Background: an optimization exercise with open tools, aiming at small area. Do not read the settings as production practice. Only simulation tests tie the RTL to the original design; equivalence was not proved. Power figures rest on the tool's default switching activity, not on a simulated workload.

== exp/quartz ==
==> flow/design.v <==
module featuremap_streamer #(
  parameter int DATA_WIDTH = 24,
  parameter int IMG_W      = 12,
  parameter int IMG_H      = 12
) (
  input  logic                  clk,
  input  logic                  rst,
  input  logic                  wr_en,
  input  logic [DATA_WIDTH-1:0] wr_data,
  input  logic                  clr,
  input  logic                  start,
  output logic [DATA_WIDTH-1:0] data_out,
  output logic                  valid_out,
  output logic                  done,
  output logic                  busy,
  output logic                  frame_ready,
  output logic                  err
);
  localparam int N = IMG_W * IMG_H;
  localparam int PW = IMG_W + 4;
  localparam int PH = IMG_H + 4;
  localparam int BEATS = PW * PH;
  localparam int CNTW  = $clog2(BEATS) > $clog2(N) ? $clog2(BEATS) : $clog2(N);
  localparam int CW    = $clog2(PW);
  logic [CNTW-1:0]         cnt_q;
  logic                    busy_q;
  logic                    valid_q;
  logic                    frame_ready_q;
  logic                    err_q;
  logic [N*DATA_WIDTH-1:0] sr_q;
  logic                    idle;
  logic                    we;
  logic                    last;
  logic                    lead_end;
  logic                    go;
  logic                    interior;
  logic                    shift;
  logic                    rot;
  logic [DATA_WIDTH-1:0]   tail;
  logic [DATA_WIDTH-1:0]   head;
  assign idle     = !busy_q;
  assign we       = idle && !clr && wr_en && !frame_ready_q;
  assign last     = (cnt_q == CNTW'(BEATS - 1));
  assign lead_end = (cnt_q == {CNTW{1'b1}});
  assign go       = idle && start && frame_ready_q && !clr;
  logic [CNTW-CW-1:0] row;
  logic [CW-1:0]      col;
  assign row      = cnt_q[CNTW-1:CW];
  assign col      = cnt_q[CW-1:0];
  assign interior = (row >= (CNTW-CW)'(2)) && (row < (CNTW-CW)'(IMG_H + 2)) &&
                    (col >= CW'(2)) && (col < CW'(IMG_W + 2));
  assign tail  = sr_q[N*DATA_WIDTH-1 -: DATA_WIDTH];
  assign rot   = valid_q && interior;
  assign head  = data_out | (wr_data & {DATA_WIDTH{idle}});
  assign shift = we || rot;
  always_ff @(posedge clk) begin
    if (shift) sr_q <= {sr_q[(N-1)*DATA_WIDTH-1:0], head};
  end
  always_ff @(posedge clk or posedge rst) begin
    if (rst) begin
      cnt_q         <= '0;
      busy_q        <= 1'b0;
      valid_q       <= 1'b0;
      frame_ready_q <= 1'b0;
      err_q         <= 1'b0;
    end else begin
      if (busy_q) begin
        if (wr_en) err_q <= 1'b1;
        cnt_q <= cnt_q + CNTW'(1);
        if (valid_q) begin
          if (last) begin
            valid_q <= 1'b0;
            busy_q  <= 1'b0;
          end
        end else if (lead_end) begin
          valid_q <= 1'b1;
        end
      end else if (clr) begin
        cnt_q         <= '0;
        frame_ready_q <= 1'b0;
        err_q         <= 1'b0;
      end else begin
        if (wr_en) begin
          if (frame_ready_q) begin
            err_q <= 1'b1;
          end else begin
            cnt_q <= cnt_q + CNTW'(1);
            if (cnt_q == CNTW'(N - 1)) frame_ready_q <= 1'b1;
          end
        end
        if (go) begin
          busy_q <= 1'b1;
          cnt_q  <= {{(CNTW-1){1'b1}}, 1'b0};
        end
      end
    end
  end
  assign data_out    = rot ? tail : '0;
  assign valid_out   = valid_q;
  assign done        = valid_q && last;
  assign busy        = busy_q;
  assign frame_ready = frame_ready_q;
  assign err         = err_q;
endmodule
clock: 5.0 ns
lec_check: 0
cap_margin: 20
core_margin: 2
core_utilization: 45
place_density: 0.6
slew_margin: 20
standard.sh (not shown) runs the stock make flow with config.mk's settings and CLKGATE_MAP_FILE= SYNTH_SCRIPT=/design/flow/synth_recipe.tcl, a recipe that flattens the netlist after the stock synthesis.
==> flow/flow/run.sh <==
#!/bin/bash
# Standard layout, except: the enable net of the frame register gets a one-level buffer tree
# (flow/enable_tree.tcl, run after the placement resize), the clock tree is built without dummy
# loads from clkbuf_8 clusters, and the port buffers use the smallest buffer cell.
set -euo pipefail
here=$(pwd)
bash standard.sh \
  'CTS_ARGS=-sink_clustering_enable -repair_clock_nets -dont_use_dummy_load -buf_list {sky130_fd_sc_hd__clkbuf_4 sky130_fd_sc_hd__clkbuf_8} -root_buf sky130_fd_sc_hd__clkbuf_8 -tree_buf sky130_fd_sc_hd__clkbuf_8 -sink_clustering_buffer sky130_fd_sc_hd__clkbuf_4 -sink_clustering_size 11 -sink_clustering_max_diameter 50' \
  'BUFFER_PORTS_ARGS=-buffer_cell sky130_fd_sc_hd__buf_1' \
  "POST_RESIZE_TCL=$here/flow/enable_tree.tcl" \
  finish > standard.log 2>&1
==> flow/flow/enable_tree.tcl <==
# Rebuild the buffer tree on the flip-flop enable net as one level of K buffers, each driving the
# enable pins of one cluster of flip-flops, in place of the deeper tree repair_design builds.
proc et_is_buffer { inst } {
  set m [[$inst getMaster] getName]
  return [regexp {^sky130_fd_sc_hd__(buf|clkbuf)_[0-9]+$} $m]
}
set et_k 20
set et_cell sky130_fd_sc_hd__buf_12
set block [ord::get_db_block]
# The enable pins: DE of every enable flip-flop.
set de_pins {}
foreach inst [$block getInsts] {
  if { [[$inst getMaster] getName] eq "sky130_fd_sc_hd__edfxtp_1" } {
    lappend de_pins [$inst findITerm DE]
  }
}
puts "enable_tree: [llength $de_pins] enable pins"
# Walk back from each enable pin through buffers to the net driven by logic.
set bufs [dict create]
set roots [dict create]
foreach it $de_pins {
  set net [$it getNet]
  while { 1 } {
    set drv ""
    foreach t [$net getITerms] { if { [$t isOutputSignal] } { set drv $t } }
    if { $drv eq "" } { break }
    set di [$drv getInst]
    if { ![et_is_buffer $di] } { break }
    dict set bufs [$di getName] 1
    set net [[$di findITerm A] getNet]
  }
  dict set roots [$net getName] 1
}
puts "enable_tree: roots [dict keys $roots], [dict size $bufs] buffers"
if { [dict size $roots] == 1 && [dict size $bufs] > 0 } {
  remove_buffers {*}[dict keys $bufs]
  set root [lindex [dict keys $roots] 0]
  # Cluster the pins on the root net: sort by y into bands, then each band by x.
  set pts {}
  foreach it $de_pins {
    set inst [$it getInst]
    set bb [$inst getBBox]
    lappend pts [list [expr {([$bb xMin] + [$bb xMax]) / 2}] [expr {([$bb yMin] + [$bb yMax]) / 2}] [$inst getName]]
  }
  set n [llength $pts]
  set nb [expr { int(sqrt($et_k)) }]
  set nx [expr { $et_k / $nb }]
  set pts [lsort -integer -index 1 $pts]
  set per_band [expr { ($n + $nb - 1) / $nb }]
  set idx 0
  for { set b 0 } { $b < $nb } { incr b } {
    set band [lsort -integer -index 0 [lrange $pts [expr {$b * $per_band}] [expr {($b + 1) * $per_band - 1}]]]
    set m [llength $band]
    set per [expr { ($m + $nx - 1) / $nx }]
    for { set c 0 } { $c < $nx } { incr c } {
      set grp [lrange $band [expr {$c * $per}] [expr {($c + 1) * $per - 1}]]
      if { [llength $grp] == 0 } { continue }
      set sx 0; set sy 0; set pins {}
      foreach p $grp {
        set sx [expr {$sx + [lindex $p 0]}]
        set sy [expr {$sy + [lindex $p 1]}]
        lappend pins [get_pins "[lindex $p 2]/DE"]
      }
      set dbu [$block getDbUnitsPerMicron]
      set cx [expr {double($sx) / [llength $grp] / $dbu}]
      set cy [expr {double($sy) / [llength $grp] / $dbu}]
      insert_buffer -buffer_cell $et_cell -net [get_nets $root] -load_pins $pins \
        -location [list $cx $cy] -buffer_name "enbuf_$idx" -net_name "enbuf_net_$idx"
      incr idx
    }
  }
  puts "enable_tree: inserted $idx $et_cell buffers on $root"
  estimate_parasitics -placement
  repair_design -verbose
}
exp/quartz: all stages complete, timing, DRC and antenna checks passed
Modified inputs, exp/harbor compared to exp/quartz
==> flow/flow/run.sh <==
#!/bin/bash
# Standard layout, except: the enable net of the frame register gets a one-level buffer tree
# (flow/enable_tree.tcl, run after the placement resize), the clock tree is built without dummy
# loads from clkbuf_8 clusters, and the port buffers use the smallest buffer cell.
set -euo pipefail
here=$(pwd)
bash standard.sh \
  'CTS_ARGS=-sink_clustering_enable -repair_clock_nets -dont_use_dummy_load -buf_list sky130_fd_sc_hd__clkbuf_8 -sink_clustering_size 20 -sink_clustering_max_diameter 80' \
  'BUFFER_PORTS_ARGS=-buffer_cell sky130_fd_sc_hd__buf_1' \
  "POST_RESIZE_TCL=$here/flow/enable_tree.tcl" \
  finish > standard.log 2>&1
Findings:
- Between exp/quartz and exp/harbor, delay of the slowest cell on the worst path is higher for exp/harbor, exp/quartz comes in under that.
- Compared with exp/quartz, in exp/harbor filler-free cell count of the finished design -about 2.6%; total power lost about 1.5%.
- In the metrics for exp/quartz and exp/harbor, the one carrying the higher worst-case clock buffer depth is exp/quartz.
- Diff exp/quartz and exp/harbor: share of the core filled with cells in the final layout lower in exp/harbor
- Compared with exp/quartz, exp/harbor shows a lower part of the power in the clock network.
- exp/harbor vs exp/quartz: routed wire length on met3 down by more than 10%
- Looking at worst hold slack, exp/harbor sits 0.034 ns above exp/quartz.
Inputs modified between exp/harbor and exp/delta:
# exp/harbor
export LEC_CHECK = 0
export CAP_MARGIN = 20
export CORE_MARGIN = 2
export CORE_UTILIZATION = 45
export PLACE_DENSITY = 0.6
export SLEW_MARGIN = 20
create_clock -name core_clock -period 5.0 [get_ports {clk}]
# exp/delta
export LEC_CHECK = 0
export CAP_MARGIN = 20
export CORE_MARGIN = 2
export CORE_UTILIZATION = 45
export PLACE_DENSITY = 0.8
export SLEW_MARGIN = 20
create_clock -name core_clock -period 5.0 [get_ports {clk}]
--- a/flow/flow/enable_tree.tcl
+++ b/flow/flow/enable_tree.tcl
@@ -5,6 +5,6 @@
   return [regexp {^sky130_fd_sc_hd__(buf|clkbuf)_[0-9]+$} $m]
 }
-set et_k 20
-set et_cell sky130_fd_sc_hd__buf_12
+set et_k 16
+set et_cell sky130_fd_sc_hd__buf_16
 set block [ord::get_db_block]
 # The enable pins: DE of every enable flip-flop.
--- outcome ---
Delta (exp/delta minus exp/harbor): sum of met2 wire segment lengths after detailed routing has increased, relative contribution of the clock network to total power has decreased, final setup slack of the worst path has decreased, instance count on the critical path has increased, final core area utilization has remained practically unchanged.
exp/delta -> exp/harbor: synthesis-to-finish area growth flat
exp/delta against exp/harbor: final instance area held; HPWL after detailed placement up 7.3%.
Edits applied to the flow inputs when going from exp/delta to exp/yarrow:
# exp/delta
export LEC_CHECK = 0
export CAP_MARGIN = 20
export CORE_MARGIN = 2
export CORE_UTILIZATION = 45
export PLACE_DENSITY = 0.8
export SLEW_MARGIN = 20
create_clock -name core_clock -period 5.0 [get_ports {clk}]
# exp/yarrow
export LEC_CHECK = 0
export CAP_MARGIN = 20
export CORE_MARGIN = 2
export CORE_UTILIZATION = 45
export PLACE_DENSITY = 0.6
export SLEW_MARGIN = 20
create_clock -name core_clock -period 5.0 [get_ports {clk}]
--- a/flow/flow/run.sh
+++ b/flow/flow/run.sh
@@ -6,5 +6,5 @@
 here=$(pwd)
 bash standard.sh \
-  'CTS_ARGS=-sink_clustering_enable -repair_clock_nets -dont_use_dummy_load -buf_list sky130_fd_sc_hd__clkbuf_8 -sink_clustering_size 20 -sink_clustering_max_diameter 80' \
+  'CTS_ARGS=-sink_clustering_enable -repair_clock_nets -dont_use_dummy_load -buf_list sky130_fd_sc_hd__clkbuf_8 -sink_clustering_size 21 -sink_clustering_max_diameter 80' \
   'BUFFER_PORTS_ARGS=-buffer_cell sky130_fd_sc_hd__buf_1' \
   "POST_RESIZE_TCL=$here/flow/enable_tree.tcl" \
--- a/flow/flow/enable_tree.tcl
+++ b/flow/flow/enable_tree.tcl
@@ -5,6 +5,6 @@
   return [regexp {^sky130_fd_sc_hd__(buf|clkbuf)_[0-9]+$} $m]
 }
-set et_k 16
-set et_cell sky130_fd_sc_hd__buf_16
+set et_k 20
+set et_cell sky130_fd_sc_hd__buf_12
 set block [ord::get_db_block]
 # The enable pins: DE of every enable flip-flop.
==> comparison <==
- Delta (exp/yarrow minus exp/delta): fraction of power spent switching nets went up by 0.54 points, number of register bits inferred by synthesis was more or less identical.
- Going from exp/delta to exp/yarrow, shortest period the worst path allows shrinks by 0.39 ns.
- [compare] base=exp/delta new=exp/yarrow: total routing resource utilization after global routing higher, final worst hold slack lower.
- Count of buffers not belonging to the clock network in the layout was lower in exp/delta than in exp/yarrow.
- Slack of the worst reg-to-reg path delta (exp/yarrow − exp/delta): favourable
- Wire length of the first global-routing pass delta for exp/yarrow relative to exp/delta: 4.0% higher
- Between exp/yarrow and exp/delta, the total non-filler cell area in the finished layout figures differ only marginally.

## re-timing with driven ports
How much do the figures lean on ideal ports? The routed layouts below were timed once more, with nothing changed but the port constraints.
Step 1 sets driving cells, clkbuf_16 on the clock port and buf_2 on the other inputs (assumed; they add their load-dependent delay and slew).
Step 2 moves the port delays by t, midway between the first and last clock arrival at a register: inputs arrive t later, outputs are due t later. That takes back most of the time a late clock gives input paths.
Slacks: ideal ports / drivers / drivers and shift; pairs: ideal ports / drivers.
run	t, ns	slack for setup (ns)	worst setup path after step 2	pins driven straight from the clock port
exp/quartz	1.046	1.066 / 0.987 / 1.591	input to register	1
exp/harbor	0.980	1.111 / 1.036 / 1.532	input to register	1
exp/delta	0.973	0.703 / 0.624 / 1.297	register to register	1
exp/yarrow	0.979	1.097 / 1.019 / 1.558	input to register	1
After both steps setup and hold are still met in every run listed.
